Source: an optimization exercise on an open RTL-to-GDS flow (aim: small area). Production flows keep margins and buffers that such runs may drop. Function was checked by simulation only, so behaviour that the tests miss may differ from the original. Power and IR drop assume default switching activity.

### flow/flow/run.sh
#!/bin/bash
# The standard layout (standard.sh) with three options changed:
#  - synthesis runs flow/my_synth.tcl: the standard synthesis script, except that the
#    technology mapping uses Yosys's own (area-oriented) ABC script instead of ORFS's
#    delay-oriented one; registers, their names and cell types are unchanged;
#  - the port buffers are the smallest buffer cell;
#  - clock tree synthesis uses clkbuf_16 leaf clusters of up to 24 sinks and no dummy loads.
# All tool output goes to standard.log here and to ORFS's per-step logs under orfs/logs.
set -euo pipefail
HERE=$(pwd)
export BUFFER_PORTS_ARGS="-buffer_cell sky130_fd_sc_hd__buf_1"
export CTS_ARGS="-sink_clustering_enable -repair_clock_nets -sink_clustering_size 24 -sink_clustering_max_diameter 120 -buf_list sky130_fd_sc_hd__clkbuf_16 -dont_use_dummy_load"
bash standard.sh SYNTH_SCRIPT="$HERE/flow/my_synth.tcl" finish > standard.log 2>&1
### flow/flow/my_synth.tcl
proc synth {args} { yosys synth -nofsm -noshare {*}$args }
# Same as synth_recipe.tcl (the standard synthesis), with ABC called without the ORFS script,
# constraint file and delay target.
# Technology mapping with Yosys's own ABC script for liberty mapping (area oriented), in place of
# ORFS's delay-oriented script; the -liberty and -dont_use arguments are kept.
proc abc {args} {
  set keep {}
  set i 0
  while {$i < [llength $args]} {
    set a [lindex $args $i]
    if {$a eq "-liberty" || $a eq "-dont_use"} {
      lappend keep $a [lindex $args [expr {$i + 1}]]
      incr i 2
    } elseif {$a eq "-script" || $a eq "-constr" || $a eq "-D"} {
      incr i 2
    } else {
      lappend keep $a
      incr i
    }
  }
  yosys abc {*}$keep
}
source $::env(SCRIPTS_DIR)/synth.tcl
# left out here: clear keep_hierarchy, flatten, clean up, hide names made inside functions, write 1_2_yosys.v
### flow/standard.sh
#!/bin/bash
# synth_recipe.tcl (not shown) runs the flow's synth.tcl, then flattens the netlist and writes it again
# the make line also repeats each setting of config.mk as NAME=value (left out here)
make -C /OpenROAD-flow-scripts/flow DESIGN_CONFIG=/design/flow/config.mk WORK_HOME=/design/flow/orfs CLKGATE_MAP_FILE= SYNTH_SCRIPT=/design/flow/synth_recipe.tcl "${@:-finish}"
### flow/config.mk
export PLATFORM = sky130hd
export DESIGN_NAME = dual_wheel_incremental_pid_drive
export DESIGN_NICKNAME = dual_wheel_incremental_pid_drive
export VERILOG_FILES = /design/flow/design.v
export SDC_FILE = /design/flow/constraint.sdc
export NUM_CORES = 4
export LEC_CHECK = 0
export CAP_MARGIN = 20
export CORE_MARGIN = 2
export CORE_UTILIZATION = 40
export SLEW_MARGIN = 20
### flow/constraint.sdc
create_clock -name core_clock -period 12.0 [get_ports {clk}]
set_input_delay 2.4000 -clock core_clock [delete_from_list [all_inputs] [get_ports {clk}]]
set_output_delay 2.4000 -clock core_clock [all_outputs]
set_load 0.01 [all_outputs]
### flow/design.v
package dwpid_pkg;
	localparam int TICK_BITS = 16;
	localparam int DIV_NUM_BITS = 32;
	localparam int DIV_DEN_BITS = 16;
	localparam logic [2:0] CMD_FORWARD  = 3'd0;
	localparam logic [2:0] CMD_BACKWARD = 3'd1;
	localparam logic [2:0] CMD_LEFT     = 3'd2;
	localparam logic [2:0] CMD_RIGHT    = 3'd3;
	localparam logic [2:0] CMD_STOP     = 3'd4;
	localparam logic [1:0] DIR_STOP     = 2'd0;
	localparam logic [1:0] DIR_FORWARD  = 2'd1;
	localparam logic [1:0] DIR_BACKWARD = 2'd2;
	localparam logic [2:0] REG_KP    = 3'd0;
	localparam logic [2:0] REG_KI    = 3'd1;
	localparam logic [2:0] REG_KD    = 3'd2;
	localparam logic [2:0] REG_SCALE = 3'd3;
	localparam logic [2:0] REG_PWM   = 3'd4;
	localparam logic [2:0] REG_LIMIT = 3'd5;
	localparam logic [15:0] KP_RESET    = 16'd410;
	localparam logic [15:0] KI_RESET    = 16'd15;
	localparam logic [15:0] KD_RESET    = 16'd0;
	localparam logic [15:0] SCALE_RESET = 16'd256;
	localparam logic [15:0] PWM_RESET   = 16'd1000;
	localparam logic [14:0] LIMIT_RESET = 15'd670;
	typedef struct packed {
		logic [15:0] kp_centi;
		logic [15:0] ki_centi;
		logic [15:0] kd_centi;
		logic [15:0] velocity_scale;
		logic [15:0] pwm_max;
		logic [14:0] full_speed_limit;
	} cfg_t;
	typedef struct packed {
		logic [15:0]        duty;
		logic [1:0]         dir;
		logic signed [15:0] speed;
		logic signed [31:0] odometry;
	} lane_res_t;
endpackage
module dwpid_lane #(
	parameter bit LEFT = 1'b0
) (
	input  logic        clk,
	input  logic        arst_n,
	input  logic        c_load,
	input  logic        c_neg,
	input  logic        c_mul1,
	input  logic        c_meas,
	input  logic        c_pid,
	input  logic        c_clip,
	input  logic        c_div1,
	input  logic        c_mul2,
	input  logic        c_div2,
	input  logic        c_done,
	input  logic [5:0]  k,
	input  logic        ge17,
	input  logic        ge18,
	input  logic        ge19,
	input  logic        ge23,
	input  logic [1:0]  sub,
	input  logic        step,
	input  logic        last,
	input  logic [15:0] km,
	input  logic        p_bit,
	input  logic        n_bit,
	input  logic        spd_bit,
	input  logic        spd_min,
	input  logic [15:0] ticks,
	input  logic        tgtneg,
	input  logic        run,
	input  logic        fresh_od,
	input  logic        fresh_pid,
	input  logic        tseen,
	output logic [15:0] duty,
	output logic [1:0]  dir,
	output logic [15:0] speed,
	output logic [31:0] odometry
);
	logic [18:0] s_q;
	logic [15:0] q_q;
	logic [15:0] sp_q;
	logic [31:0] od_q;
	logic [22:0] acc_q;
	logic [16:0] e1_q, e2_q;
	logic tsign_sf, seen, c1, ovf_hi, e16_lo;
	logic ca, cu, cc, c_lat, ct, c_a, c_b;
	logic tsign, ovf, e16, hi, lo, qseen, mseen, fseen, oc, ec, s1, s2, accs, sf;
	assign tsign = tsign_sf;
	assign sf    = tsign_sf;
	assign ovf   = ovf_hi;
	assign hi    = ovf_hi;
	assign s1    = ovf_hi;
	assign e16   = e16_lo;
	assign lo    = e16_lo;
	assign s2    = e16_lo;
	assign accs  = c1;
	assign qseen = seen;
	assign mseen = seen;
	assign fseen = seen;
	assign oc    = c1;
	assign ec    = c1;
	logic k_lt16;
	assign k_lt16 = (k[5:4] == 2'b00);
	logic        div;
	logic        x, xneg;
	logic [18:0] a_in, b_in, sum;
	logic        cin;
	logic        sneg;
	assign div  = c_div1 | c_div2;
	assign sneg = s_q[18];
	logic eb, e1b, e2b, sa, su, sc;
	assign eb  = q_q[0];
	logic wr_e;
	assign wr_e = c_pid & (sub == 2'd0) & ~ge17;
	assign e1b = ge17 ? s1 : (e1_q[0] & ~fresh_pid);
	assign e2b = ge17 ? s2 : (e2_q[0] & ~fresh_pid);
	assign sa  = eb ^ ~e1b ^ ca;
	assign su  = e1b ^ ~e2b ^ cu;
	assign sc  = sa ^ ~su ^ cc;
	always_comb begin
		x = 1'b0;
		xneg = 1'b0;
		if (c_mul1) x = k_lt16 & q_q[0];
		if (c_mul2) x = q_q[0];
		if (c_pid && !ge19) begin
			x = (sub == 2'd0) ? sa : (sub == 2'd1) ? eb : c_lat;
			xneg = (k == 6'd18);
		end
	end
	logic b_en, b_inv;
	logic div_add;
	assign div_add = div & (k != 6'd0);
	assign b_en  = div_add | x;
	assign b_inv = div ? ~sneg : xneg;
	assign a_in  = s_q;
	assign b_in  = {{3{b_en & b_inv}}, {16{b_en}} & (km ^ {16{b_inv}})};
	assign cin   = b_en & b_inv;
	logic [19:0] cy;
	assign cy[0] = cin;
	for (genvar i = 0; i < 19; i++) begin : g_add
		assign sum[i]  = a_in[i] ^ b_in[i] ^ cy[i];
		assign cy[i+1] = (a_in[i] & b_in[i]) | (cy[i] & (a_in[i] ^ b_in[i]));
	end
	logic        sgn_sh;
	logic [18:0] sr;
	assign sgn_sh = c_pid & ge18;
	assign sr     = {sgn_sh & sum[18], sum[18:1]};
	logic od_en, dsrc, db, od_s;
	assign od_en = c_neg | (c_mul1 & k_lt16);
	assign dsrc  = c_neg ? q_q[0] : tsign;
	assign db    = LEFT ? ~dsrc : dsrc;
	logic od0;
	assign od0   = od_q[0] & ~fresh_od;
	assign od_s  = od0 ^ db ^ oc;
	logic negbit;
	assign negbit = tsign ? (q_q[0] ^ qseen) : q_q[0];
	logic dneg, v, m, t, eraw, eclip, ebit;
	assign dneg  = LEFT ? ~tsign : tsign;
	assign v     = ovf ? (k == 6'd15) : q_q[0];
	assign m     = (k == 6'd16) ? sp_q[15] :
	               dneg ? (v ^ mseen) : (ovf ? (k != 6'd15) : q_q[0]);
	assign t     = tgtneg ? (spd_bit ^ tseen) : spd_bit;
	assign eraw  = t ^ ~m ^ ec;
	assign eclip = tgtneg & spd_min & dneg & ovf;
	assign ebit  = eclip ? k_lt16 : eraw;
	logic dd, accb, tb, za, zb;
	assign dd   = sum[0];
	assign accb = ge23 ? accs : (acc_q[0] & ~fresh_pid);
	assign tb   = accb ^ dd ^ ct;
	assign za   = p_bit ^ ~tb ^ c_a;
	assign zb   = tb ^ p_bit ^ c_b;
	logic f, g;
	assign f = hi ? p_bit : lo ? n_bit : acc_q[0];
	assign g = sf ? (f ^ fseen) : f;
	logic q_shr, q_top;
	assign q_shr = c_neg | c_mul1 | c_mul2 | (c_meas & k_lt16) | (c_pid & step) | c_clip;
	always_comb begin
		q_top = sum[0];                     
		if (c_neg) q_top = negbit;
		if (c_meas) q_top = ebit & run;
		if (c_pid) q_top = (k[5] | k[4]) ? q_q[15] : e16;
	end
	function automatic logic maj(input logic a, input logic b, input logic c);
		maj = (a & b) | (a & c) | (b & c);
	endfunction
	always_ff @(posedge clk) begin
		e1_q <= {wr_e ? eb : e1_q[0], e1_q[16:1]};
		e2_q <= {wr_e ? e1b : e2_q[0], e2_q[16:1]};
		if (od_en) od_q <= {od_s, od_q[31:1]};
		if (c_pid && step) begin
			if (!ge23) acc_q <= {tb, acc_q[22:1]};
		end
		if (c_clip) acc_q <= {f, acc_q[22:1]};
	end
	always_ff @(posedge clk) begin
		if (c_load || (c_pid && step && k == 6'd40) || (c_div1 && last))
			s_q <= '0;
		else if (div) s_q <= {sum[17:0], q_q[15]};
		else if (c_pid && !step) s_q <= sum;
		else s_q <= sr | {12'd0, c_clip & g, 6'd0};
		if (c_load) q_q <= ticks;
		else if (div) q_q <= {q_q[14:0], ~sum[18]};
		else if (q_shr) q_q <= {q_top, q_q[15:1]};
		if (c_meas && k_lt16) sp_q <= {m, sp_q[15:1]};
		if (c_load) begin
			tsign_sf <= ticks[15];
			seen     <= 1'b0;
			c1       <= LEFT;
		end
		if (c_neg) seen <= seen | q_q[0];
		if (od_en) c1 <= maj(od0, db, oc);
		if (c_mul1 && k == 6'd23) begin
			ovf_hi <= |s_q;
			seen   <= 1'b0;
			c1     <= 1'b1;
		end
		if (c_meas) begin
			seen <= seen | v;
			c1   <= maj(t, ~m, ec);
			if (k == 6'd16) begin
				e16_lo <= ebit;
				ca  <= 1'b1;
				cu  <= 1'b1;
				cc  <= 1'b1;
				ct  <= 1'b0;
				c_a <= 1'b1;
				c_b <= 1'b0;
			end
		end
		if (c_pid && sub == 2'd0 && !ge19) begin
			ca    <= maj(eb, ~e1b, ca);
			cu    <= maj(e1b, ~e2b, cu);
			cc    <= maj(sa, ~su, cc);
			c_lat <= sc;
			if (k == 6'd16) begin
				ovf_hi <= e1b;
				e16_lo <= e2b;
			end
		end
		if (c_pid && step) begin
			ct  <= maj(accb, dd, ct);
			c_a <= maj(p_bit, ~tb, c_a);
			c_b <= maj(tb, p_bit, c_b);
			if (k == 6'd22) c1 <= accb;
			if (k == 6'd40) begin
				ovf_hi <= za;
				e16_lo <= zb;
				tsign_sf <= za ? 1'b0 : zb ? 1'b1 : acc_q[22];
				seen   <= 1'b0;
			end
		end
		if (c_clip) seen <= seen | f;
	end
	assign duty     = q_q;
	logic nz;
	assign nz       = |q_q;
	assign dir      = {nz & sf, nz & ~sf};
	assign speed    = sp_q;
	assign odometry = od_q;
endmodule
module dual_wheel_incremental_pid_drive #(
	parameter int TICK_BITS = dwpid_pkg::TICK_BITS
) (
	input  logic                        clk,
	input  logic                        arst_n,
	input  logic                        psel,
	input  logic                        penable,
	input  logic                        pwrite,
	input  logic [4:0]                  paddr,
	input  logic [31:0]                 pwdata,
	output logic [31:0]                 prdata,
	output logic                        pready,
	input  logic                        in_valid,
	output logic                        in_stall,
	input  logic [2:0]                  cmd,
	input  logic signed [15:0]          speed,
	input  logic signed [TICK_BITS-1:0] left_ticks,
	input  logic signed [TICK_BITS-1:0] right_ticks,
	output logic                        out_valid,
	input  logic                        out_stall,
	output logic [15:0]                 left_duty,
	output logic [1:0]                  left_dir,
	output logic [15:0]                 right_duty,
	output logic [1:0]                  right_dir,
	output logic signed [15:0]          left_speed,
	output logic signed [15:0]          right_speed,
	output logic signed [31:0]          left_odometry,
	output logic signed [31:0]          right_odometry
);
	dwpid_pkg::cfg_t cfg_q;
	assign pready = 1'b1;
	dwpid_pkg::cfg_t cfg_r;
	logic [5:0]      rst_f;
	logic            wr;
	assign wr = psel && penable && pwrite;
	always_ff @(posedge clk or negedge arst_n) begin
		if (!arst_n) begin
			rst_f <= '1;
		end else if (wr) begin
			unique case (paddr[4:2])
				dwpid_pkg::REG_KP:    rst_f[0] <= 1'b0;
				dwpid_pkg::REG_KI:    rst_f[1] <= 1'b0;
				dwpid_pkg::REG_KD:    rst_f[2] <= 1'b0;
				dwpid_pkg::REG_SCALE: rst_f[3] <= 1'b0;
				dwpid_pkg::REG_PWM:   rst_f[4] <= 1'b0;
				dwpid_pkg::REG_LIMIT: rst_f[5] <= 1'b0;
				default: ;
			endcase
		end
	end
	always_ff @(posedge clk) begin
		if (wr) begin
			unique case (paddr[4:2])
				dwpid_pkg::REG_KP:    cfg_r.kp_centi         <= pwdata[15:0];
				dwpid_pkg::REG_KI:    cfg_r.ki_centi         <= pwdata[15:0];
				dwpid_pkg::REG_KD:    cfg_r.kd_centi         <= pwdata[15:0];
				dwpid_pkg::REG_SCALE: cfg_r.velocity_scale   <= pwdata[15:0];
				dwpid_pkg::REG_PWM:   cfg_r.pwm_max          <= pwdata[15:0];
				dwpid_pkg::REG_LIMIT: cfg_r.full_speed_limit <= pwdata[14:0];
				default: ;
			endcase
		end
	end
	assign cfg_q.kp_centi         = rst_f[0] ? dwpid_pkg::KP_RESET    : cfg_r.kp_centi;
	assign cfg_q.ki_centi         = rst_f[1] ? dwpid_pkg::KI_RESET    : cfg_r.ki_centi;
	assign cfg_q.kd_centi         = rst_f[2] ? dwpid_pkg::KD_RESET    : cfg_r.kd_centi;
	assign cfg_q.velocity_scale   = rst_f[3] ? dwpid_pkg::SCALE_RESET : cfg_r.velocity_scale;
	assign cfg_q.pwm_max          = rst_f[4] ? dwpid_pkg::PWM_RESET   : cfg_r.pwm_max;
	assign cfg_q.full_speed_limit = rst_f[5] ? dwpid_pkg::LIMIT_RESET : cfg_r.full_speed_limit;
	logic [5:0][15:0] reg_raw;
	logic [5:0][15:0] reg_rst;
	assign reg_raw[0] = cfg_r.kp_centi;
	assign reg_raw[1] = cfg_r.ki_centi;
	assign reg_raw[2] = cfg_r.kd_centi;
	assign reg_raw[3] = cfg_r.velocity_scale;
	assign reg_raw[4] = cfg_r.pwm_max;
	assign reg_raw[5] = {1'b0, cfg_r.full_speed_limit};
	assign reg_rst[0] = dwpid_pkg::KP_RESET;
	assign reg_rst[1] = dwpid_pkg::KI_RESET;
	assign reg_rst[2] = dwpid_pkg::KD_RESET;
	assign reg_rst[3] = dwpid_pkg::SCALE_RESET;
	assign reg_rst[4] = dwpid_pkg::PWM_RESET;
	assign reg_rst[5] = {1'b0, dwpid_pkg::LIMIT_RESET};
	function automatic logic [15:0] regsel(input logic [5:0] sel, input logic [5:0] rf,
	                                       input logic [5:0][15:0] raw,
	                                       input logic [5:0][15:0] rst);
		regsel = '0;
		for (int r = 0; r < 6; r++) begin
			regsel = regsel | ({16{sel[r] & ~rf[r]}} & raw[r]) | ({16{sel[r] & rf[r]}} & rst[r]);
		end
	endfunction
	logic [5:0] psel_r;
	for (genvar r = 0; r < 6; r++) begin : g_psel
		assign psel_r[r] = (paddr[4:2] == 3'(r));
	end
	assign prdata = {16'd0, regsel(psel_r, rst_f, reg_raw, reg_rst)};
	typedef enum logic [3:0] {
		PH_IDLE = 4'd0, PH_NEG = 4'd1, PH_MEAS = 4'd2, PH_WAIT = 4'd3, PH_PID = 4'd4,
		PH_CLIP = 4'd5, PH_DONE = 4'd6, PH_MUL1 = 4'd8, PH_MUL2 = 4'd9, PH_DIV1 = 4'd12,
		PH_DIV2 = 4'd13
	} ph_t;
	ph_t        ph_q;
	logic [5:0] k_q;
	logic [1:0] sub_q;
	logic       out_valid_q;
	logic [4:0] r17_q;
	always_ff @(posedge clk or negedge arst_n) begin
		if (!arst_n) r17_q <= '0;
		else r17_q <= (r17_q == 5'd16) ? 5'd0 : r17_q + 5'd1;
	end
	logic       start, step, last, run;
	assign start = (ph_q == PH_IDLE) && in_valid && (!out_valid_q || !out_stall);
	assign run   = (cmd <= dwpid_pkg::CMD_RIGHT);
	logic ge17, ge18, ge19, ge23;
	assign ge17 = k_q[5] | (k_q[4] & (|k_q[3:0]));
	assign ge18 = k_q[5] | (k_q[4] & (|k_q[3:1]));
	assign ge19 = k_q[5] | (k_q[4] & (k_q[3] | k_q[2] | (k_q[1] & k_q[0])));
	assign ge23 = k_q[5] | (k_q[4] & (k_q[3] | (k_q[2] & k_q[1] & k_q[0])));
	assign step  = (ph_q == PH_PID) ? (ge19 || (sub_q == 2'd2)) : 1'b1;
	assign last  = (k_q == 6'd16);
	always_ff @(posedge clk or negedge arst_n) begin
		if (!arst_n) begin
			ph_q        <= PH_IDLE;
			k_q         <= '0;
			sub_q       <= '0;
			out_valid_q <= 1'b0;
		end else begin
			if (out_valid_q && !out_stall) out_valid_q <= 1'b0;
			k_q <= k_q + 6'd1;
			unique case (ph_q)
				PH_IDLE: begin
					k_q <= '0;
					if (start) ph_q <= PH_NEG;
				end
				PH_NEG: if (k_q == 6'd15) begin ph_q <= PH_MUL1; k_q <= '0; end
				PH_MUL1: if (k_q == 6'd23) begin ph_q <= PH_MEAS; k_q <= '0; end
				PH_MEAS: if (k_q == 6'd16) begin
					ph_q <= run ? PH_WAIT : PH_DONE;
					k_q  <= '0;
					sub_q <= '0;
				end
				PH_WAIT: begin
					k_q <= '0;
					if (r17_q == 5'd16) ph_q <= PH_PID;
				end
				PH_PID: begin
					if (!step) begin
						k_q   <= k_q;
						sub_q <= sub_q + 2'd1;
					end else begin
						sub_q <= '0;
						if (k_q == 6'd40) begin ph_q <= PH_CLIP; k_q <= '0; end
					end
				end
				PH_CLIP: if (k_q == 6'd22) begin ph_q <= PH_DIV1; k_q <= '0; end
				PH_DIV1: if (k_q == 6'd16) begin ph_q <= PH_MUL2; k_q <= '0; end
				PH_MUL2: if (k_q == 6'd15) begin ph_q <= PH_DIV2; k_q <= '0; end
				PH_DIV2: if (k_q == 6'd16) begin ph_q <= PH_DONE; k_q <= '0; end
				PH_DONE: begin
					ph_q        <= PH_IDLE;
					out_valid_q <= 1'b1;
				end
				default: ph_q <= PH_IDLE;
			endcase
		end
	end
	assign in_stall  = (ph_q != PH_DONE);
	assign out_valid = out_valid_q;
	logic        lim_zero;
	assign lim_zero = rst_f[5] ? 1'b0 : (cfg_r.full_speed_limit == 15'd0);
	logic [5:0]  ksel;
	logic [15:0] km;
	assign ksel[0] = (ph_q == PH_PID) && (sub_q == 2'd0);
	assign ksel[1] = (ph_q == PH_PID) && (sub_q == 2'd1);
	assign ksel[2] = (ph_q == PH_PID) && (sub_q == 2'd2);
	assign ksel[3] = (ph_q == PH_MUL1);
	assign ksel[4] = (ph_q == PH_MUL2);
	assign ksel[5] = (ph_q == PH_DIV2);
	assign km = regsel(ksel, rst_f, reg_raw, reg_rst)
	          | {15'd0, ksel[5] & lim_zero}
	          | ((ph_q == PH_DIV1) ? 16'd100 : 16'd0);
	logic       gbit, p_bit, n_bit, nseen;
	logic [3:0] dl;
	logic [1:0] pc;
	logic        pu;
	logic [16:0] lvr, lvc;
	logic        gr, gc;
	assign lvr  = {cfg_r.full_speed_limit[14:1], cfg_r.full_speed_limit[0] | lim_zero, 2'b00};
	assign lvc  = {dwpid_pkg::LIMIT_RESET, 2'b00};
	assign gr   = k_q[5] ? 1'b0 : k_q[4] ? ((k_q[3:0] == 4'd0) & lvr[16]) : lvr[k_q[3:0]];
	assign gc   = k_q[5] ? 1'b0 : k_q[4] ? ((k_q[3:0] == 4'd0) & lvc[16]) : lvc[k_q[3:0]];
	assign gbit = rst_f[5] ? gc : gr;
	assign pu    = gbit ^ dl[2] ^ pc[0];
	assign p_bit = pu ^ dl[3] ^ pc[1];
	assign n_bit = p_bit ^ nseen;
	always_ff @(posedge clk) begin
		if ((ph_q == PH_MEAS && k_q == 6'd16) || (ph_q == PH_PID && k_q == 6'd40 && step)) begin
			dl    <= '0;
			pc    <= '0;
			nseen <= 1'b0;
		end else if ((ph_q == PH_PID || ph_q == PH_CLIP) && step) begin
			dl    <= {dl[2:0], gbit};
			pc    <= {(pu & dl[3]) | (pc[1] & (pu ^ dl[3])),
			          (gbit & dl[2]) | (pc[0] & (gbit ^ dl[2]))};
			nseen <= nseen | p_bit;
		end
	end
	logic fresh_od, fresh_pid, tseen;
	always_ff @(posedge clk or negedge arst_n) begin
		if (!arst_n) begin
			fresh_od  <= 1'b1;
			fresh_pid <= 1'b1;
		end else begin
			if (ph_q == PH_MUL1 && k_q == 6'd15) fresh_od <= 1'b0;
			if (ph_q == PH_PID && k_q == 6'd40 && step) fresh_pid <= 1'b0;
		end
	end
	always_ff @(posedge clk) begin
		if (ph_q == PH_MEAS) tseen <= tseen | spd_bit;
		else tseen <= 1'b0;
	end
	logic spd_bit, spd_min;
	assign spd_bit = speed[(k_q[4]) ? 4'd15 : k_q[3:0]];
	assign spd_min = (speed == 16'sh8000);
	logic ltn, rtn;
	assign ltn = (cmd == dwpid_pkg::CMD_BACKWARD) || (cmd == dwpid_pkg::CMD_LEFT);
	assign rtn = (cmd == dwpid_pkg::CMD_BACKWARD) || (cmd == dwpid_pkg::CMD_RIGHT);
	logic c_load, c_neg, c_mul1, c_meas, c_pid, c_clip, c_div1, c_mul2, c_div2, c_done;
	assign c_load = start;
	assign c_neg  = (ph_q == PH_NEG);
	assign c_mul1 = (ph_q == PH_MUL1);
	assign c_meas = (ph_q == PH_MEAS);
	assign c_pid  = (ph_q == PH_PID);
	assign c_clip = (ph_q == PH_CLIP);
	assign c_div1 = (ph_q == PH_DIV1);
	assign c_mul2 = (ph_q == PH_MUL2);
	assign c_div2 = (ph_q == PH_DIV2);
	assign c_done = (ph_q == PH_DONE);
	dwpid_lane #(.LEFT(1'b1)) u_left (
		.clk, .arst_n, .c_load, .c_neg, .c_mul1, .c_meas, .c_pid, .c_clip, .c_div1, .c_mul2,
		.c_div2, .c_done, .k(k_q), .ge17, .ge18, .ge19, .ge23, .sub(sub_q), .step, .last, .km, .p_bit, .n_bit, .spd_bit,
		.spd_min, .ticks(left_ticks), .tgtneg(ltn), .run, .fresh_od, .fresh_pid, .tseen,
		.duty(left_duty), .dir(left_dir), .speed(left_speed), .odometry(left_odometry)
	);
	dwpid_lane #(.LEFT(1'b0)) u_right (
		.clk, .arst_n, .c_load, .c_neg, .c_mul1, .c_meas, .c_pid, .c_clip, .c_div1, .c_mul2,
		.c_div2, .c_done, .k(k_q), .ge17, .ge18, .ge19, .ge23, .sub(sub_q), .step, .last, .km, .p_bit, .n_bit, .spd_bit,
		.spd_min, .ticks(right_ticks), .tgtneg(rtn), .run, .fresh_od, .fresh_pid, .tseen,
		.duty(right_duty), .dir(right_dir), .speed(right_speed), .odometry(right_odometry)
	);
endmodule
==> flow_summary.toml, run 1 <==
[place]
place_hpwl_um = 33400
io_buffers = 226
globalplace.congestion = 0.883
dp_cells = 2309

[routing]
wl_per_cell_um = 20.7
drt.antenna.violating_nets = 0
drc = 0
first_pass_iters = 6
via_count = 13100
wl_um = 48200
via_per_inst = 5.61
drt-initial-drc-count = 1669

[sta]
period_share_pct = 94.7
worst_pin_slew_ns = 1.00
hold_violations = 0
fmax_ghz = 0.0880
relSlewSlack_pct = 33.2
timing.setup.tns_ns = 0
period_minus_slack_ns = 11.36
setup_viol = 0
fin_skew_ns = 0.105
rsz0062_at_grt = "false"
finalMaxSlewViolations = 0

[worst_setup_path]
cpPeakStageDelay_ns = 0.61
critPathCaptureType = "register"
crit_arrival_ns = 11.85
r2r_cells = 34
critPathBufInv = 3
cp.required_ns = 12.49
critPathMaxFanout = 11
cp_common_cell = "fa_1"
crit_family = "adder cells"
critPathSlowestCell = "fa_1"
crit_cells = 34
critPathKind = "register to register"
start_kind = "register"

[power_and_ir_drop]
power_leakage_nw = 7.05
powerDensity_nw_per_um2 = 228
ir_drop_uv = 140

[clock_tree]
insertion_delay_ns = 0.57
cts_max_path_buffers = 3
cts_sinks = 433
clkTransAtPathRegs_ns = 0.10
cts.root.buffer_cell = "clkbuf_16"
postCtsSetupBuffers = 0
cts_made_buffers = 22
cts_tree = "yes"
htree_levels = 1

[synthesis]
ys_ff_latch = 433
synthCells = 1447
ys_seq_area_share_pct = 63.4
synth_ff_type = "edfxtp_1"
synth_edf_count = 283
yosysUniqueCellTypes = 60
syn_area_um2 = 18400
synth_top_cell_by_area = "edfxtp_1"
yosysWarnings = 3
ys_async_sr_fraction_pct = 6.00
synth.area.top_cells = "edfxtp_1 46%, dfxtp_1 14%, fa_1 5.9%"
synth_area_per_cell_um2 = 12.7
synth.top_cell.area_share_pct = 46.3

[layout]
mostFrequentLayoutCell = "edfxtp_1"
layoutNonFillerInstCount = 2333
layout_common_cells = "283 x edfxtp_1, 226 x buf_1, 188 x nor2_1"
drive_gt1_share_pct = 4.85
nFillCells = 4184
fin_nets = 1899
area.growth.synth_to_final_pct = 13.1

[grt]
grt_pass1_vias = 12600
antenna_found_initial = 2
overflow = 0
grt_pass1_wl_um = 73100
grt_max_degree = 69
track_usage_pct = 19.7

[floorplan]
die_w_um = 218
rows = 78
die-area_um2 = 47600
core_um2 = 45400
io_pins = 262
dieHeight_um = 218
initial_core_util_pct = 40.5

[flow_run]
max-cap-violations = 0

[outcome]
outcome = "complete, no violations"

[worst_hold_path]
hold_depth = 0
min_path_type = "register to register"
kinds of logic after synthesis:
group                    count (synthesis)  synth area share [%]
AND/OR/NAND/NOR                        492                  12.4
buffers and inverters                  104                  2.51
flip-flops                             433                  63.4
multiplexers                            49                  2.92
XOR/XNOR                                 9                 0.429
AO/OA/AOI/OAI                          287                  11.2
other                                    2                0.0409
adder cells (fa/ha/maj)                 71                  7.05
metrics by stage:
step	total power, mW	util [%]	hold slack, ns	setup slack, ns	area, µm²
3_3_place_gp	3.94	44.5	0.310	0.702	20200
3_5_place_dp	3.98	44.5	0.312	0.577	20200
5_1_grt	5.03	45.7	0.294	0.00897	20800
6_report	4.73	45.8	0.295	0.639	20800
2_1_floorplan	3.34	-	0.310	0.480	18400
4_1_cts	4.76	45.7	0.291	0.512	20800
sequential cells by signal (all words and copies together), names as in the netlist, 17 cells and up:
| name | count |
|---|---|
| cfg_r | 95 |
| u_left.acc_q | 23 |
| u_left.e1_q | 17 |
| u_left.e2_q | 17 |
| u_left.od_q | 32 |
| u_left.s_q | 19 |
| u_right.acc_q | 23 |
| u_right.e1_q | 17 |
| u_right.e2_q | 17 |
| u_right.od_q | 32 |
| u_right.s_q | 19 |
layout make-up:
class,instances,area (µm²),area share [%]
antenna,2,5.00,0.0241
clock buffer,22,551,2.65
inverter,85,319,1.54
multi-input combinational,925,6350,30.6
sequential,433,11600,56.1
tap,600,751,3.62
timing repair buffer,266,1150,5.53
worst reg2reg max path, delay by kind of cell (launching register included):
family	cells	cell delay [ns]
adders and majority gates	19	7.82
AOI/OAI and AO/OA	5	1.00
and+or+nand+nor	3	0.87
DFF	1	0.52
xor gates and xnor gates	2	0.45
buffers and inverters	3	0.34
muxes	2	0.28
per-layer routing:
| metal | vias to the layer above | global-route usage, % | part of all wire (%) |
|---|---|---|---|
| li1 | 5963 | - | - |
| met1 | 6473 | 27.6 | 44 |
| met2 | 588 | 31.7 | 46 |
| met3 | 75 | 3.34 | 7.9 |
| met4 | 0 | 5.08 | 2.4 |
| met5 | - | 0 | 0 |
synthesized netlist by cell type (all sizes together) (9+ instances only):
cell type / number
nor3: 42
nor4: 28
dfxtp: 124
fa: 54
a211oi: 42
clkinv: 85
a221oi: 10
a21oi: 41
nand2b: 9
and3: 10
and2: 14
dfrtp: 18
nand2: 115
nand3: 23
a22oi: 36
ha: 17
nor2b: 14
a222oi: 38
or2: 9
o22ai: 18
mux2i: 39
edfxtp: 283
nand4: 9
o21ai: 46
buf: 19
nor2: 191
power breakdown:
part | switching, mW | total (mW) | internal [mW]
combinational | 1.08 | 1.67 | 0.583
clock | 0.446 | 0.775 | 0.328
sequential | 0.249 | 2.29 | 2.04
total | 1.78 | 4.73 | 2.95
timing repair:
| action | 4_1_cts | 5_1_grt |
|---|---|---|
| endpoints found under the setup margin | 0 | 2 |
| gates resized for setup | 0 | 2 |
| hold buffers | 0 | 0 |
path summary, 6_finish.rpt:
check	start	endpoint	slack, ns
max reg2reg	k_q[4]$_DFFE_PN0N_	u_left.s_q[17]$_SDFF_PP0_	0.64
min	u_right.e1_q[11]$_DFF_P_	u_right.e1_q[10]$_DFF_P_	0.29
max in group asynchronous	arst_n	fresh_pid$_DFFE_PN1P_	9.83
min reg2reg	u_right.e1_q[11]$_DFF_P_	u_right.e1_q[10]$_DFF_P_	0.29
min in group asynchronous	arst_n	out_valid_q$_DFFE_PN0P_	1.82
max	k_q[4]$_DFFE_PN0N_	u_left.s_q[17]$_SDFF_PP0_	0.64
==> run 2, diff against run 1 <==
--- a/flow/flow/run.sh
+++ b/flow/flow/run.sh
@@ -9,5 +9,5 @@
 set -euo pipefail
 HERE=$(pwd)
 export BUFFER_PORTS_ARGS="-buffer_cell sky130_fd_sc_hd__buf_1"
-export CTS_ARGS="-sink_clustering_enable -repair_clock_nets -sink_clustering_size 24 -sink_clustering_max_diameter 120 -buf_list sky130_fd_sc_hd__clkbuf_16 -dont_use_dummy_load"
+export CTS_ARGS="-sink_clustering_enable -repair_clock_nets -sink_clustering_size 28 -sink_clustering_max_diameter 120 -buf_list sky130_fd_sc_hd__clkbuf_16 -dont_use_dummy_load"
 bash standard.sh SYNTH_SCRIPT="$HERE/flow/my_synth.tcl" finish > standard.log 2>&1
==> run 2 against run 1 <==
- still clean
- critical path depth unchanged
- clock power shrank 7.2%
- via count fell by 0.37%
- power shrank 1.2%
- first-iteration DRC count down 4.7%
- largest power group unchanged
- highest routed layer unchanged
==> flow_summary.toml, run 2 <==
[outcome]
outcome = "complete, no violations"

[sta]
rsz0062_at_grt = "false"
period_share_pct = 94.9
period_minus_slack_ns = 11.39
relSlewSlack_pct = 30.7
worst_pin_slew_ns = 1.04
fin_skew_ns = 0.0472
setup_viol = 0
fin_ws_ns = 0.614
hold_violations = 0
timing.setup.tns_ns = 0
finalMaxSlewViolations = 0
finalHoldWorstSlack_ns = 0.314
fmax_ghz = 0.0878

[place]
globalplace.congestion = 0.883
place_hpwl_um = 33400
dp_slack_ns = 0.577
io_buffers = 226

[worst_setup_path]
critPathSlowestCell = "fa_1"
r2r_end = "u_left.s_q[17]$_SDFF_PP0_"
crit_family = "adder cells"
startpoint = "k_q[4]$_DFFE_PN0N_"
cpPeakStageDelay_ns = 0.61
critPathCaptureType = "register"
start_kind = "register"
crit_arrival_ns = 11.86
r2r_cells = 34
cp.required_ns = 12.47
timing.rr.start = "k_q[4]$_DFFE_PN0N_"
r2r_setup_slack_ns = 0.61
critPathKind = "register to register"
critPathBufInv = 3
cp_common_cell = "fa_1"
crit_end = "u_left.s_q[17]$_SDFF_PP0_"
critPathMaxFanout = 11
crit_cells = 34

[synthesis]
yosys-top-cells-count = "283 x edfxtp_1, 191 x nor2_1, 124 x dfxtp_1"
synth_area_per_cell_um2 = 12.7
ys_seq_area_share_pct = 63.4
synthCells = 1447
yosysWarnings = 3
ys_ff_latch = 433
ys_async_sr_fraction_pct = 6.00
synth_edf_count = 283
post-synth-top-count-cell = "edfxtp_1"
synth_ff_type = "edfxtp_1"
yosysUniqueCellTypes = 60
syn_area_um2 = 18400
synth.top_cell.area_share_pct = 46.3
synth_top_cell_by_area = "edfxtp_1"
synth.area.top_cells = "edfxtp_1 46%, dfxtp_1 14%, fa_1 5.9%"

[power_and_ir_drop]
finalPower_mw = 4.67
power_leakage_nw = 7.02
ir_drop_uv = 145
powerDensity_nw_per_um2 = 226

[worst_hold_path]
min_path_type = "register to register"

[floorplan]
die-area_um2 = 47600
die_w_um = 218
core_um2 = 45400
rows = 78
dieHeight_um = 218
initial_core_util_pct = 40.5
io_pins = 262

[routing]
drt.antenna.violating_nets = 0
wl_um = 48100
via_count = 13100
first_pass_iters = 8
via_per_inst = 5.60
drc = 0
wl_per_cell_um = 20.6
drt-initial-drc-count = 1590

[clock_tree]
htree_levels = 1
postCtsSetupBuffers = 0
cts_resized = 0
cts.root.buffer_cell = "clkbuf_16"
insertion_delay_ns = 0.55
cts_made_buffers = 19
clkTransAtPathRegs_ns = 0.11
cts_max_path_buffers = 3
cts_hold_buffers = 0
cts_sinks = 433
cts_tree = "yes"

[layout]
nFillCells = 4186
fin_nets = 1897
largestRegisters = "cfg_r x95, u_left.od_q x32, u_right.od_q x32"
layout_common_cells = "283 x edfxtp_1, 226 x buf_1, 188 x nor2_1"
mostFrequentLayoutCell = "edfxtp_1"
drive_gt1_share_pct = 4.74
area.growth.synth_to_final_pct = 12.8
largest_reg_flops = 95
regMostFlops = "cfg_r"

[grt]
grt_pass1_wl_um = 72800
grt_max_degree = 69
antenna_found_initial = 2
grtUsageMet2_pct = 31.7
overflow = 0
grt_pass1_vias = 12600
use_met3_pct = 3.17
track_usage_pct = 19.6
met1_usage_pct = 27.4
busiest_layer = "met2"

[flow_run]
max-cap-violations = 0
## run 2: cell counts after synthesis
No cell type changed its count.
## run 2: cell type report
class	count	area [µm²]	area share, %
sequential	433	11600	56.2
multi-input combinational	925	6350	30.6
timing repair buffer	267	1170	5.64
tap	600	751	3.63
clock buffer	19	475	2.30
inverter	85	319	1.54
antenna	2	5.00	0.0242
## run 2: power breakdown
group	switching (mW)	total, mW	internal (mW)
logic	1.08	1.67	0.586
registers	0.249	2.29	2.04
clock network	0.432	0.719	0.287
total	1.76	4.67	2.91
## run 2: logic make-up after synthesis
kind of cell | after synthesis | synth area share, %
adder cells (fa/ha/maj) | 71 | 7.05
XOR/XNOR | 9 | 0.429
flip-flops | 433 | 63.4
buffers and inverters | 104 | 2.51
AO/OA/AOI/OAI | 287 | 11.2
other | 2 | 0.0409
AND/OR/NAND/NOR | 492 | 12.4
multiplexers | 49 | 2.92
## run 2: worst min path at each step
| stage | slack (ns) | depth (start not counted) | startpoint | endpoint |
|---|---|---|---|---|
| floorplan | 0.31 | 0 | u_left.e1_q[1]$_DFF_P_ | u_left.e1_q[0]$_DFF_P_ |
| detailed placement | 0.31 | 0 | u_left.e1_q[16]$_DFF_P_ | u_left.e1_q[15]$_DFF_P_ |
| global placement | 0.31 | 0 | u_left.e2_q[8]$_DFF_P_ | u_left.e2_q[7]$_DFF_P_ |
| global route | 0.31 | 0 | u_right.e1_q[11]$_DFF_P_ | u_right.e1_q[10]$_DFF_P_ |
| CTS | 0.31 | 0 | u_right.e1_q[11]$_DFF_P_ | u_right.e1_q[10]$_DFF_P_ |
| finish | 0.31 | 0 | u_left.e2_q[10]$_DFF_P_ | u_left.e2_q[9]$_DFF_P_ |
## run 2: layer usage
layer / wire length (µm) / share of wire (%) / up-vias
li1: - / - / 5963
met1: 21100 / 44 / 6417
met2: 22100 / 46 / 593
met3: 3770 / 7.8 / 77
met4: 1170 / 2.4 / 0
met5: 0 / 0 / -
## run 2: worst register-to-register path: cells and delay by family (launching register included)
family                   cells  cell delay [ns]
AO/OA/AOI/OAI                5             0.99
XOR/XNOR                     2             0.45
adder cells (fa/ha/maj)     19             7.82
buffers and inverters        3             0.34
flip-flops                   1             0.52
multiplexers                 2             0.28
AND/OR/NAND/NOR              3             0.88
## run 2: per-stage QoR
stage	cells	util, %	area [µm²]
finish	2331	45.6	20700
global route	2329	45.6	20700
CTS	2328	45.6	20700
detailed placement	2309	44.5	20200
global placement	2309	44.5	20200
floorplan	1462	-	18400
==> run 3, diff against run 2 <==
--- a/flow/flow/run.sh
+++ b/flow/flow/run.sh
@@ -9,5 +9,5 @@
 set -euo pipefail
 HERE=$(pwd)
 export BUFFER_PORTS_ARGS="-buffer_cell sky130_fd_sc_hd__buf_1"
-export CTS_ARGS="-sink_clustering_enable -repair_clock_nets -sink_clustering_size 28 -sink_clustering_max_diameter 120 -buf_list sky130_fd_sc_hd__clkbuf_16 -dont_use_dummy_load"
+export CTS_ARGS="-sink_clustering_enable -repair_clock_nets -sink_clustering_size 20 -sink_clustering_max_diameter 150 -buf_list sky130_fd_sc_hd__clkbuf_16 -dont_use_dummy_load"
 bash standard.sh SYNTH_SCRIPT="$HERE/flow/my_synth.tcl" finish > standard.log 2>&1
==> run 3 against run 2 <==
- sequential power barely moved
- combinational power barely moved
- die area did not move
- largest cell class unchanged
- sequential cell count did not move
- clock skew rose by 0.022 ns
- wire length rose by 0.36%
- first-iteration DRC count rose by 4.2%
- via count rose by 0.33%
- area after synthesis did not move
- core utilization rose by 0.33 points
- final area rose by 0.71%
==> flow_summary.toml, run 3 <==
[synthesis]
synth.top_cell.area_share_pct = 46.3
post-synth-top-count-cell = "edfxtp_1"
muxShareOfSynthArea_pct = 2.92
synth.area.top_cells = "edfxtp_1 46%, dfxtp_1 14%, fa_1 5.9%"
yosysWarnings = 3
ys_ff_latch = 433
synthCells = 1447
synth_compound_area_share_pct = 11.2
synthXorXnorAreaFrac_pct = 0.429
syn_area_um2 = 18400
synth_top_family_by_area = "simple AND/OR/NAND/NOR gates"
ys_seq_area_share_pct = 63.4
yosysUniqueCellTypes = 60
synth_top_cell_by_area = "edfxtp_1"
synth_edf_count = 283
synth_ff_type = "edfxtp_1"
synth_area_per_cell_um2 = 12.7
synthAdderAreaFrac_pct = 7.05
ys_async_sr_fraction_pct = 6.00
yosys-top-cells-count = "283 x edfxtp_1, 191 x nor2_1, 124 x dfxtp_1"
synth_simple_gate_area_share_pct = 12.4

[worst_setup_path]
critPathSlowestCell = "fa_1"
start_kind = "register"
crit_arrival_ns = 11.68
critPathCaptureType = "register"
critPathKind = "register to register"
cp.required_ns = 12.32
critPathMaxFanout = 11
cp_common_cell = "fa_1"
cpPeakStageDelay_ns = 0.61

[sta]
period_share_pct = 94.7
worst_pin_slew_ns = 1.03
period_minus_slack_ns = 11.36
fin_skew_ns = 0.0689
relSlewSlack_pct = 31.4
finalMaxSlewViolations = 0
rsz0062_at_grt = "false"
fmax_ghz = 0.0880
finalHoldWorstSlack_ns = 0.289
setup_viol = 0
hold_violations = 0
timing.setup.tns_ns = 0

[grt]
busiest_layer = "met2"
use_met3_pct = 3.15
antenna_found_initial = 1
met1_usage_pct = 27.4
overflow = 0
track_usage_pct = 19.7
grt_max_degree = 69
grtUsageMet2_pct = 32.0
grt_pass1_wl_um = 73200
grt_pass1_vias = 12600

[routing]
drt-initial-drc-count = 1656
drt.antenna.violating_nets = 0
wl_per_cell_um = 20.7
via_count = 13100
drc = 0
first_pass_iters = 9
wl_um = 48300
via_per_inst = 5.60

[layout]
layout_common_cells = "283 x edfxtp_1, 226 x buf_1, 188 x nor2_1"
multi_input_area_um2 = 6350
largest_reg_flops = 95
regMostFlops = "cfg_r"
seq_area_um2 = 11600
nFillCells = 4180
drive_gt1_share_pct = 5.07
largestRegisters = "cfg_r x95, u_left.od_q x32, u_right.od_q x32"
mostFrequentLayoutCell = "edfxtp_1"
fin_nets = 1903
area.growth.synth_to_final_pct = 13.6

[clock_tree]
clkTransAtPathRegs_ns = 0.09
cts_hold_buffers = 0
cts_resized = 0
cts_sinks = 433
postCtsSetupBuffers = 0
cts_made_buffers = 25
cts.root.buffer_cell = "clkbuf_16"
cts_tree = "yes"
insertion_delay_ns = 0.58
htree_levels = 1
cts_max_path_buffers = 3

[floorplan]
die_w_um = 218
rows = 78
core_um2 = 45400
die-area_um2 = 47600
dieHeight_um = 218
io_pins = 262
initial_core_util_pct = 40.5

[place]
globalplace.congestion = 0.883
place_hpwl_um = 33400
io_buffers = 226

[power_and_ir_drop]
finalPower_mw = 4.78
power_leakage_nw = 7.10
powerDensity_nw_per_um2 = 229
ir_drop_uv = 131

[outcome]
outcome = "complete, no violations"

[worst_hold_path]
min_path_type = "register to register"

[flow_run]
max-cap-violations = 0
==> run 3: cell counts after synthesis <==
No cell type changed its count.
==> run 3: report_power, final <==
part / switching (mW) / total [mW] / internal [mW]
clock: 0.454 / 0.823 / 0.370
sequential: 0.250 / 2.29 / 2.04
combinational: 1.08 / 1.66 / 0.586
total: 1.78 / 4.78 / 3.00
==> run 3: path summary, 6_finish.rpt <==
path | startpoint | slack, ns | depth (start not counted) | end
max | k_q[4]$_DFFE_PN0N_ | 0.64 | 33 | u_left.q_q[0]$_DFFE_PP_
min | u_right.e1_q[11]$_DFF_P_ | 0.29 | 0 | u_right.e1_q[10]$_DFF_P_
max reg2reg | k_q[4]$_DFFE_PN0N_ | 0.64 | 33 | u_left.q_q[0]$_DFFE_PP_
min reg2reg | u_right.e1_q[11]$_DFF_P_ | 0.29 | 0 | u_right.e1_q[10]$_DFF_P_
max in group asynchronous | arst_n | 9.85 | 2 | fresh_pid$_DFFE_PN1P_
min in group asynchronous | arst_n | 1.81 | 2 | k_q[4]$_DFFE_PN0N_
==> run 3: worst max-delay path, delay by kind of cell (launching register included) <==
kind                       cells  cell delay (ns)
muxes                          2             0.28
AOI/OAI and AO/OA              4             0.80
and+or+nand+nor                3             0.85
DFF                            1             0.51
adders and majority gates     19             7.82
buffers and inverters          3             0.34
xor gates and xnor gates       2             0.46
==> run 3: logic make-up after synthesis <==
family                   Yosys count
buffers and inverters            104
flip-flops                       433
adder cells (fa/ha/maj)           71
multiplexers                      49
AND/OR/NAND/NOR                  492
AO/OA/AOI/OAI                    287
other                              2
XOR/XNOR                           9
==> run 3: cell type report <==
class	count	area share [%]
timing repair buffer	267	5.60
tap	600	3.60
sequential	433	55.8
inverter	85	1.53
antenna	1	0.0120
multi-input combinational	925	30.4
clock buffer	25	3.00
==> run 3: metrics by stage <==
stage                     instances  worst slack (ns)  utilization [%]  instance area, µm²
final                          2336             0.641             46.0               20900
after global routing           2335           0.00216             45.9               20900
after CTS                      2334             0.517             45.9               20800
after detailed placement       2309             0.577             44.5               20200
after global placement         2309             0.702             44.5               20200
after floorplan                1462             0.480                -               18400
==> run 3: per-layer routing <==
layer	share of wire, %	vias up
li1	-	5972
met1	43	6471
met2	46	569
met3	7.8	81
met4	2.4	0
met5	0	-
==> run 4, diff against run 3 <==
--- a/flow/design.v
+++ b/flow/design.v
@@ -83,8 +83,8 @@
 	logic [22:0] acc_q;
 	logic [16:0] e1_q, e2_q;
 	logic tsign_sf, seen, c1, ovf_hi, e16_lo;
-	logic ca, cu, cc, c_lat, ct, c_a, c_b;
-	logic tsign, ovf, e16, hi, lo, qseen, mseen, fseen, oc, ec, s1, s2, accs, sf;
+	logic ca, cu, cc, ct, c_a, c_b;
+	logic tsign, ovf, e16, hi, lo, qseen, mseen, fseen, oc, ec, s1, s2, accs, sf, c_lat;
 	assign tsign = tsign_sf;
 	assign sf    = tsign_sf;
 	assign ovf   = ovf_hi;
@@ -97,6 +97,7 @@
 	assign qseen = seen;
 	assign mseen = seen;
 	assign fseen = seen;
+	assign c_lat = seen;    
 	assign oc    = c1;
 	assign ec    = c1;
 	logic k_lt16;
@@ -231,7 +232,7 @@
 			ca    <= maj(eb, ~e1b, ca);
 			cu    <= maj(e1b, ~e2b, cu);
 			cc    <= maj(sa, ~su, cc);
-			c_lat <= sc;
+			seen  <= sc;
 			if (k == 6'd16) begin
 				ovf_hi <= e1b;
 				e16_lo <= e2b;
--- a/flow/flow/run.sh
+++ b/flow/flow/run.sh
@@ -9,5 +9,5 @@
 set -euo pipefail
 HERE=$(pwd)
 export BUFFER_PORTS_ARGS="-buffer_cell sky130_fd_sc_hd__buf_1"
-export CTS_ARGS="-sink_clustering_enable -repair_clock_nets -sink_clustering_size 20 -sink_clustering_max_diameter 150 -buf_list sky130_fd_sc_hd__clkbuf_16 -dont_use_dummy_load"
+export CTS_ARGS="-sink_clustering_enable -repair_clock_nets -sink_clustering_size 10 -sink_clustering_max_diameter 70 -buf_list sky130_fd_sc_hd__clkbuf_4 -dont_use_dummy_load"
 bash standard.sh SYNTH_SCRIPT="$HERE/flow/my_synth.tcl" finish > standard.log 2>&1
==> run 4 against run 3 <==
- power up 10%
- area after synthesis down 0.46%
- combinational power up 37%
- non-clock buffer count is 5 lower
- core utilization down 0.56 points
- sequential cell count shrank 2
- final area fell by 1.4%
- sequential share of layout area is 0.52 points higher
==> flow_summary.toml, run 4 <==
[layout]
layout_common_cells = "281 x edfxtp_1, 225 x buf_1, 190 x nor2_1"
nFillCells = 4246
fin_nets = 1920
largest_reg_flops = 95
largestRegisters = "cfg_r x95, u_left.od_q x32, u_right.od_q x32"
area.growth.synth_to_final_pct = 12.5
regMostFlops = "cfg_r"
layoutNonFillerInstCount = 2354
mostFrequentLayoutCell = "edfxtp_1"
drive_gt1_share_pct = 6.68

[synthesis]
muxShareOfSynthArea_pct = 2.78
synthCells = 1444
synth_top_cell_by_area = "edfxtp_1"
synth_ff_type = "edfxtp_1"
yosysUniqueCellTypes = 57
synth_edf_count = 281
ys_async_sr_fraction_pct = 6.03
syn_area_um2 = 18300
synthXorXnorAreaFrac_pct = 0.431
synth.top_cell.area_share_pct = 46.2
ys_seq_area_share_pct = 63.4
synth_compound_area_share_pct = 11.4
post-synth-top-count-cell = "edfxtp_1"
yosys-top-cells-count = "281 x edfxtp_1, 197 x nor2_1, 124 x dfxtp_1"
synthAdderAreaFrac_pct = 7.08
synth_top_family_by_area = "simple AND/OR/NAND/NOR gates"
ys_ff_latch = 431
synth_simple_gate_area_share_pct = 12.4
synth_area_per_cell_um2 = 12.7
synth.area.top_cells = "edfxtp_1 46%, dfxtp_1 14%, fa_1 5.9%"
yosysWarnings = 3

[worst_setup_path]
crit_arrival_ns = 11.88
critPathKind = "register to register"
cp_common_cell = "fa_1"
critPathMaxFanout = 16
cpPeakStageDelay_ns = 0.59
critPathCaptureType = "register"
start_kind = "register"
critPathSlowestCell = "fa_1"
cp.required_ns = 12.64

[grt]
antenna_found_initial = 2
grt_pass1_wl_um = 74200
grt_max_degree = 88
overflow = 0
grt_pass1_vias = 13000
track_usage_pct = 20.3

[routing]
wl_um = 49000
first_pass_iters = 9
drt.antenna.violating_nets = 0
drc = 0
via_per_inst = 5.63
wl_per_cell_um = 20.8
via_count = 13200
drt-initial-drc-count = 1198

[sta]
fin_skew_ns = 0.103
setup_viol = 0
fmax_ghz = 0.0890
relSlewSlack_pct = 27.5
worst_pin_slew_ns = 1.09
finalMaxSlewViolations = 0
hold_violations = 0
period_minus_slack_ns = 11.24
rsz0062_at_grt = "false"
period_share_pct = 93.7
timing.setup.tns_ns = 0
fin_ws_ns = 0.762

[power_and_ir_drop]
ir_drop_uv = 128
powerDensity_nw_per_um2 = 256
power_leakage_nw = 7.02

[floorplan]
die-area_um2 = 47400
die_w_um = 218
io_pins = 262
initial_core_util_pct = 40.4
core_um2 = 45300
rows = 78
dieHeight_um = 218

[clock_tree]
postCtsSetupBuffers = 0
clkTransAtPathRegs_ns = 0.12
cts.root.buffer_cell = "clkbuf_4"
cts_tree = "yes"
cts_sinks = 431
htree_levels = 2
cts_made_buffers = 50
cts_max_path_buffers = 3
cts_hold_buffers = 0
insertion_delay_ns = 0.83

[worst_hold_path]
min_path_type = "register to register"

[outcome]
outcome = "complete, no violations"

[place]
io_buffers = 226
place_hpwl_um = 33800
dp_cells = 2301
dp_slack_ns = 0.112
globalplace.congestion = 0.940

[flow_run]
max-cap-violations = 0
==> run 4: final timing paths <==
| path | cells after the start | start | slack [ns] | end |
|---|---|---|---|---|
| max | 35 | k_q[0]$_DFFE_PN0N_ | 0.76 | u_left.s_q[17]$_SDFF_PP0_ |
| max in group asynchronous | 1 | arst_n | 9.83 | sub_q[1]$_DFFE_PN0P_ |
| min reg2reg | 0 | u_right.e2_q[13]$_DFF_P_ | 0.30 | u_right.e2_q[12]$_DFF_P_ |
| max reg2reg | 35 | k_q[0]$_DFFE_PN0N_ | 0.76 | u_left.s_q[17]$_SDFF_PP0_ |
| min in group asynchronous | 1 | arst_n | 1.62 | r17_q[0]$_DFF_PN0_ |
| min | 0 | u_right.e2_q[13]$_DFF_P_ | 0.30 | u_right.e2_q[12]$_DFF_P_ |
==> run 4: worst max-delay path: cells and delay by family, from the launching register on <==
kind	cells	cell delay (ns)
fa+ha+maj	20	8.38
mux	1	0.08
flops	1	0.40
buf+inv	4	0.50
simple gates	6	1.08
compound gates	4	0.61
==> run 4: stage by stage <==
step / hold WS, ns / power (mW) / utilization, % / cell area [µm²]
CTS: 0.293 / 5.28 / 45.2 / 20500
floorplan: 0.310 / 3.86 / - / 18300
detailed placement: 0.312 / 4.62 / 44.4 / 20100
finish: 0.299 / 5.26 / 45.4 / 20600
global placement: 0.311 / 4.56 / 44.4 / 20100
global route: 0.324 / 5.65 / 45.4 / 20600
==> run 4: repair_timing <==
item	in CTS	in global routing
pin swaps	0	0
setup endpoints to repair	1	10
gates resized for setup	1	8
==> run 4: report_power, final <==
| part | internal [mW] | switching (mW) | total, mW |
|---|---|---|---|
| Clock | 0.191 | 0.455 | 0.646 |
| Sequential | 2.08 | 0.266 | 2.34 |
| Combinational | 0.847 | 1.42 | 2.27 |
| Total | 3.12 | 2.14 | 5.26 |
==> run 4: kinds of logic after synthesis <==
kind of cell / Yosys count
XOR/XNOR: 9
buffers and inverters: 98
adder cells (fa/ha/maj): 71
other: 2
AND/OR/NAND/NOR: 493
multiplexers: 46
AO/OA/AOI/OAI: 294
flip-flops: 431
==> run 4: final cells by class <==
type	instances	area, µm²	share of cell area (%)
flip-flops and latches	431	11600	56.3
repair buffers	262	1130	5.51
clock buffers	50	375	1.83
inverters	79	297	1.44
well taps	600	751	3.65
multi-input cells	930	6410	31.2
diodes	2	5.00	0.0243
==> run 4: per-layer routing <==
layer  track usage (%)  vias up  wire length, µm
met4              8.93        2             1710
li1                  -     6037                -
met1              26.5     6486            20600
met5                 0        -               11
met2              33.0      595            23100
met3              4.00      123             3580
==> run 5, diff against run 4 <==
--- a/flow/flow/run.sh
+++ b/flow/flow/run.sh
@@ -9,5 +9,5 @@
 set -euo pipefail
 HERE=$(pwd)
 export BUFFER_PORTS_ARGS="-buffer_cell sky130_fd_sc_hd__buf_1"
-export CTS_ARGS="-sink_clustering_enable -repair_clock_nets -sink_clustering_size 10 -sink_clustering_max_diameter 70 -buf_list sky130_fd_sc_hd__clkbuf_4 -dont_use_dummy_load"
+export CTS_ARGS="-sink_clustering_enable -repair_clock_nets -sink_clustering_size 9 -sink_clustering_max_diameter 60 -buf_list sky130_fd_sc_hd__clkbuf_4 -dont_use_dummy_load"
 bash standard.sh SYNTH_SCRIPT="$HERE/flow/my_synth.tcl" finish > standard.log 2>&1
==> run 5 against run 4 <==
- cell count rose by 0.25%
- area after synthesis is the same
- critical endpoint unchanged
- power is 0.29% higher
- largest cell class unchanged
- wire length barely moved
- worst hold slack worse by 0.043 ns
- sequential share of layout area shrank 0.11 points
- register-to-register slack hardly changed
- clock power rose by 3%
- via count fell by 0.34%
- fmax is essentially flat
==> flow_summary.toml, run 5 <==
[outcome]
outcome = "complete, no violations"

[worst_setup_path]
crit_family = "adder cells"
critPathSlowestCell = "fa_1"
cp.required_ns = 12.61
r2r_setup_slack_ns = 0.76
critPathBufInv = 4
cp_common_cell = "fa_1"
critPathKind = "register to register"
r2r_end = "u_left.s_q[17]$_SDFF_PP0_"
crit_arrival_ns = 11.85
critPathCaptureType = "register"
cpPeakStageDelay_ns = 0.59
critPathMaxFanout = 16
start_kind = "register"
timing.rr.start = "k_q[0]$_DFFE_PN0N_"
r2r_cells = 35

[place]
dp_cells = 2301
globalplace.congestion = 0.940
io_buffers = 226
place_hpwl_um = 33800

[clock_tree]
cts_sinks = 431
insertion_delay_ns = 0.84
cts_made_buffers = 55
cts_max_path_buffers = 3
cts.root.buffer_cell = "clkbuf_4"
htree_levels = 2
clkTransAtPathRegs_ns = 0.11
cts_tree = "yes"

[grt]
grt_pass1_wl_um = 74100
antenna_found_initial = 2
grt_pass1_vias = 13000
track_usage_pct = 20.3
overflow = 0
grt_max_degree = 88

[synthesis]
synth.area.top_cells = "edfxtp_1 46%, dfxtp_1 14%, fa_1 5.9%"
post-synth-top-count-cell = "edfxtp_1"
yosysWarnings = 3
syn_area_um2 = 18300
ys_seq_area_share_pct = 63.4
synth_top_cell_by_area = "edfxtp_1"
synth.top_cell.area_share_pct = 46.2
synth_area_per_cell_um2 = 12.7
synth_edf_count = 281
yosysUniqueCellTypes = 57
synth_ff_type = "edfxtp_1"
synthCells = 1444
yosys-top-cells-count = "281 x edfxtp_1, 197 x nor2_1, 124 x dfxtp_1"
ys_async_sr_fraction_pct = 6.03
ys_ff_latch = 431

[floorplan]
die-area_um2 = 47400
core_um2 = 45300
io_pins = 262
initial_core_util_pct = 40.4
rows = 78
dieHeight_um = 218
die_w_um = 218

[routing]
wl_per_cell_um = 20.8
first_pass_iters = 10
drt-initial-drc-count = 1175
via_per_inst = 5.59
via_count = 13200
drc = 0
drt.antenna.violating_nets = 0
wl_um = 49000

[power_and_ir_drop]
ir_drop_uv = 123
finalPower_mw = 5.27
powerDensity_nw_per_um2 = 256
power_leakage_nw = 7.04

[sta]
period_minus_slack_ns = 11.24
fmax_ghz = 0.0890
hold_violations = 0
worst_pin_slew_ns = 1.08
finalHoldWorstSlack_ns = 0.256
rsz0062_at_grt = "false"
fin_skew_ns = 0.129
timing.setup.tns_ns = 0
relSlewSlack_pct = 28.1
period_share_pct = 93.7
setup_viol = 0
finalMaxSlewViolations = 0

[layout]
layoutNonFillerInstCount = 2360
nFillCells = 4241
layout_common_cells = "281 x edfxtp_1, 225 x buf_1, 190 x nor2_1"
fin_nets = 1925
area.growth.synth_to_final_pct = 12.7
drive_gt1_share_pct = 6.94
largestRegisters = "cfg_r x95, u_left.od_q x32, u_right.od_q x32"
regMostFlops = "cfg_r"
largest_reg_flops = 95
mostFrequentLayoutCell = "edfxtp_1"

[worst_hold_path]
hold_path_end = "u_left.e1_q[7]$_DFF_P_"
min_path_type = "register to register"
min-delay-start = "u_left.e1_q[8]$_DFF_P_"
hold_depth = 0

[flow_run]
max-cap-violations = 0
[run 5: cell counts after synthesis]
Identical to the previous run, type by type.
[run 5: area by class of cell]
class | instances | area, µm² | area share [%]
flip-flops and latches | 431 | 11600 | 56.2
multi-input cells | 930 | 6410 | 31.1
clock buffers | 55 | 413 | 2.00
diodes | 3 | 7.51 | 0.0364
inverters | 79 | 297 | 1.44
repair buffers | 262 | 1130 | 5.50
well taps | 600 | 751 | 3.64
[run 5: layer usage]
layer | vias up | global-route usage, % | wire length [µm]
met5 | - | 0 | 0
met4 | 0 | 8.93 | 1560
met3 | 106 | 3.96 | 3810
met2 | 611 | 33.0 | 23300
met1 | 6443 | 26.5 | 20300
li1 | 6038 | - | -
[run 5: through the flow]
stage               setup slack, ns  cell area, µm²  util [%]
finish                        0.758           20600      45.5
floorplan                     0.493           18300         -
detailed placement            0.112           20100      44.4
global placement              0.236           20100      44.4
global route                 0.0885           20600      45.5
CTS                          0.0668           20500      45.3
[run 5: worst max path at each step]
stage                             startpoint                    endpoint  slack [ns]  cells past startpoint
after floorplan           k_q[0]$_DFFE_PN0N_   u_left.s_q[17]$_SDFF_PP0_        0.49                     35
after global placement    k_q[0]$_DFFE_PN0N_  u_right.s_q[17]$_SDFF_PP0_        0.24                     35
after detailed placement  k_q[0]$_DFFE_PN0N_  u_right.s_q[17]$_SDFF_PP0_        0.11                     35
after CTS                 k_q[0]$_DFFE_PN0N_  u_right.s_q[17]$_SDFF_PP0_        0.07                     35
after global routing      k_q[0]$_DFFE_PN0N_   u_left.s_q[17]$_SDFF_PP0_        0.09                     35
final                     k_q[0]$_DFFE_PN0N_   u_left.s_q[17]$_SDFF_PP0_        0.76                     35
[run 5: kinds of logic (layout without fill, tap and decap cells)]
kind of cell             Yosys count  count (layout)  share of synthesized area [%]
AO/OA/AOI/OAI                    294             294                           11.4
multiplexers                      46              46                           2.78
adder cells (fa/ha/maj)           71              71                           7.08
flip-flops                       431             431                           63.4
other                              2              20                         0.0411
XOR/XNOR                           9               9                          0.431
AND/OR/NAND/NOR                  493             493                           12.4
buffers and inverters             98             396                           2.40
[run 5: power breakdown]
| group | leakage [nW] | switching, mW | total, mW | internal [mW] |
|---|---|---|---|---|
| registers | 3.88 | 0.266 | 2.34 | 2.08 |
| clock network | 0.253 | 0.453 | 0.663 | 0.210 |
| logic | 2.91 | 1.42 | 2.27 | 0.847 |
| total | 7.04 | 2.14 | 5.27 | 3.13 |
[run 5: what timing repair did]
item                                    in CTS  in global routing
hold buffers                                 0                  0
gates resized for setup                      1                  8
endpoints found under the setup margin       2                 10
endpoints found under the hold margin        0                  0
setup buffers                                0                  0
==> run 6, diff against run 5 <==
--- a/flow/flow/run.sh
+++ b/flow/flow/run.sh
@@ -9,5 +9,5 @@
 set -euo pipefail
 HERE=$(pwd)
 export BUFFER_PORTS_ARGS="-buffer_cell sky130_fd_sc_hd__buf_1"
-export CTS_ARGS="-sink_clustering_enable -repair_clock_nets -sink_clustering_size 9 -sink_clustering_max_diameter 60 -buf_list sky130_fd_sc_hd__clkbuf_4 -dont_use_dummy_load"
+export CTS_ARGS="-sink_clustering_enable -repair_clock_nets -sink_clustering_size 24 -sink_clustering_max_diameter 120 -buf_list sky130_fd_sc_hd__clkbuf_16 -dont_use_dummy_load"
 bash standard.sh SYNTH_SCRIPT="$HERE/flow/my_synth.tcl" finish > standard.log 2>&1
==> run 6 against run 5 <==
- clock skew decreased by 0.11 ns
- first-iteration DRC count up 15%
- sequential power about the same
- clock power increased by 14%
- worst hold slack improved by 0.069 ns
- core utilization rose by 0.22 points
- sequential share of layout area fell by 0.27 points
- global-route usage is 0.42 points lower
- highest routed layer is now met5
==> flow_summary.toml, run 6 <==
[synthesis]
yosys-top-cells-count = "281 x edfxtp_1, 197 x nor2_1, 124 x dfxtp_1"
yosysWarnings = 3
post-synth-top-count-cell = "edfxtp_1"
synth.area.top_cells = "edfxtp_1 46%, dfxtp_1 14%, fa_1 5.9%"
ys_ff_latch = 431
ys_seq_area_share_pct = 63.4
yosysUniqueCellTypes = 57
synth_ff_type = "edfxtp_1"
syn_area_um2 = 18300

[sta]
fin_skew_ns = 0.0232
fmax_ghz = 0.0884
relSlewSlack_pct = 24.8
finalMaxSlewViolations = 0
period_minus_slack_ns = 11.31
finalHoldWorstSlack_ns = 0.325
fin_ws_ns = 0.691
rsz0062_at_grt = "false"
timing.setup.tns_ns = 0

[routing]
drc = 0
via_per_inst = 5.61
wl_um = 48500
first_pass_iters = 8
wl_per_cell_um = 20.9
via_count = 13000

[worst_setup_path]
crit_arrival_ns = 11.74
critPathKind = "register to register"
cp.required_ns = 12.43
cp_common_cell = "fa_1"
critPathSlowestCell = "fa_1"
critPathMaxFanout = 16
cpPeakStageDelay_ns = 0.60
start_kind = "register"

[clock_tree]
postCtsSetupBuffers = 0
htree_levels = 1
cts_resized = 0
cts_made_buffers = 21
insertion_delay_ns = 0.55
cts.root.buffer_cell = "clkbuf_16"
cts_max_path_buffers = 3
cts_sinks = 431
cts_tree = "yes"
clkTransAtPathRegs_ns = 0.11

[layout]
drive_gt1_share_pct = 5.05
layout_common_cells = "281 x edfxtp_1, 225 x buf_1, 191 x nor2_1"
mostFrequentLayoutCell = "edfxtp_1"
regMostFlops = "cfg_r"
fin_util_pct = 45.7
area.growth.synth_to_final_pct = 13.3

[power_and_ir_drop]
p_comb_share_pct = 42.3
swShare_pct = 39.7
power_leakage_nw = 7.05
clkPwrFrac_pct = 14.1
power_frac_seq_pct = 43.7
ir_drop_uv = 124
intPower_mw = 3.24

[place]
io_buffers = 226
place_hpwl_um = 33800
dp_slack_ns = 0.112

[grt]
overflow = 0
antenna_found_initial = 2
track_usage_pct = 19.9
grt_pass1_vias = 12700
grt_pass1_wl_um = 73200

[floorplan]
die-area_um2 = 47400
rows = 78
initial_core_util_pct = 40.4
io_pins = 262
die_w_um = 218

[flow_run]
max-cap-violations = 0

[outcome]
outcome = "complete, no violations"

[worst_hold_path]
min_path_type = "register to register"
-- run 6: path summary, 6_finish.rpt --
check	start	endpoint	slack (ns)	cells after the start
worst max register to register	k_q[0]$_DFFE_PN0N_	u_left.s_q[17]$_SDFF_PP0_	0.69	35
worst min-delay path	u_right.e1_q[2]$_DFF_P_	u_right.e1_q[1]$_DFF_P_	0.33	0
worst min register to register	u_right.e1_q[2]$_DFF_P_	u_right.e1_q[1]$_DFF_P_	0.33	0
min in group asynchronous	arst_n	ph_q[0]$_DFFE_PN0P_	1.90	1
worst max-delay path	k_q[0]$_DFFE_PN0N_	u_left.s_q[17]$_SDFF_PP0_	0.69	35
max in group asynchronous	arst_n	ph_q[3]$_DFFE_PN0P_	9.62	1
-- run 6: stage by stage --
| step | instances | power, mW |
|---|---|---|
| 6_report | 2324 | 5.37 |
| 5_1_grt | 2323 | 5.75 |
| 2_1_floorplan | 1459 | 3.86 |
| 3_5_place_dp | 2301 | 4.62 |
| 3_3_place_gp | 2301 | 4.56 |
| 4_1_cts | 2322 | 5.39 |
-- run 6: power by group through the flow --
stage | sequential [mW] | combinational, mW | clock [mW]
2_1_floorplan | 2.38 | 1.48 | 0
3_3_place_gp | 2.36 | 2.20 | 0
3_5_place_dp | 2.37 | 2.25 | 0
4_1_cts | 2.34 | 2.26 | 0.782
5_1_grt | 2.38 | 2.55 | 0.826
6_report | 2.34 | 2.27 | 0.756
-- run 6: cells by family after synthesis --
family / synth area share (%)
multiplexers: 2.78
XOR/XNOR: 0.431
adder cells (fa/ha/maj): 7.08
flip-flops: 63.4
other: 0.0411
buffers and inverters: 2.40
AND/OR/NAND/NOR: 12.4
AO/OA/AOI/OAI: 11.4
-- run 6: critical path, delay by kind of cell (launching register included) --
kind,cells,cell delay (ns)
adders and majority gates,20,8.40
muxes,1,0.08
and+or+nand+nor,6,1.17
DFF,1,0.39
buffers and inverters,4,0.50
AOI/OAI and AO/OA,4,0.65
-- run 6: metal layers --
| layer | track usage [%] | vias up | share of wire, % |
|---|---|---|---|
| met3 | 3.31 | 99 | 7.1 |
| li1 | - | 5961 | - |
| met2 | 33.2 | 560 | 48 |
| met1 | 26.3 | 6418 | 42 |
| met5 | 0 | - | 0.052 |
| met4 | 6.89 | 4 | 2.9 |
-- run 6: cell type report --
class | count | area, µm²
fillers | 4196 | 24600
flip-flops and latches | 431 | 11600
multi-input cells | 930 | 6410
repair buffers | 262 | 1130
well taps | 600 | 751
clock buffers | 21 | 526
inverters | 79 | 297
diodes | 1 | 2.50
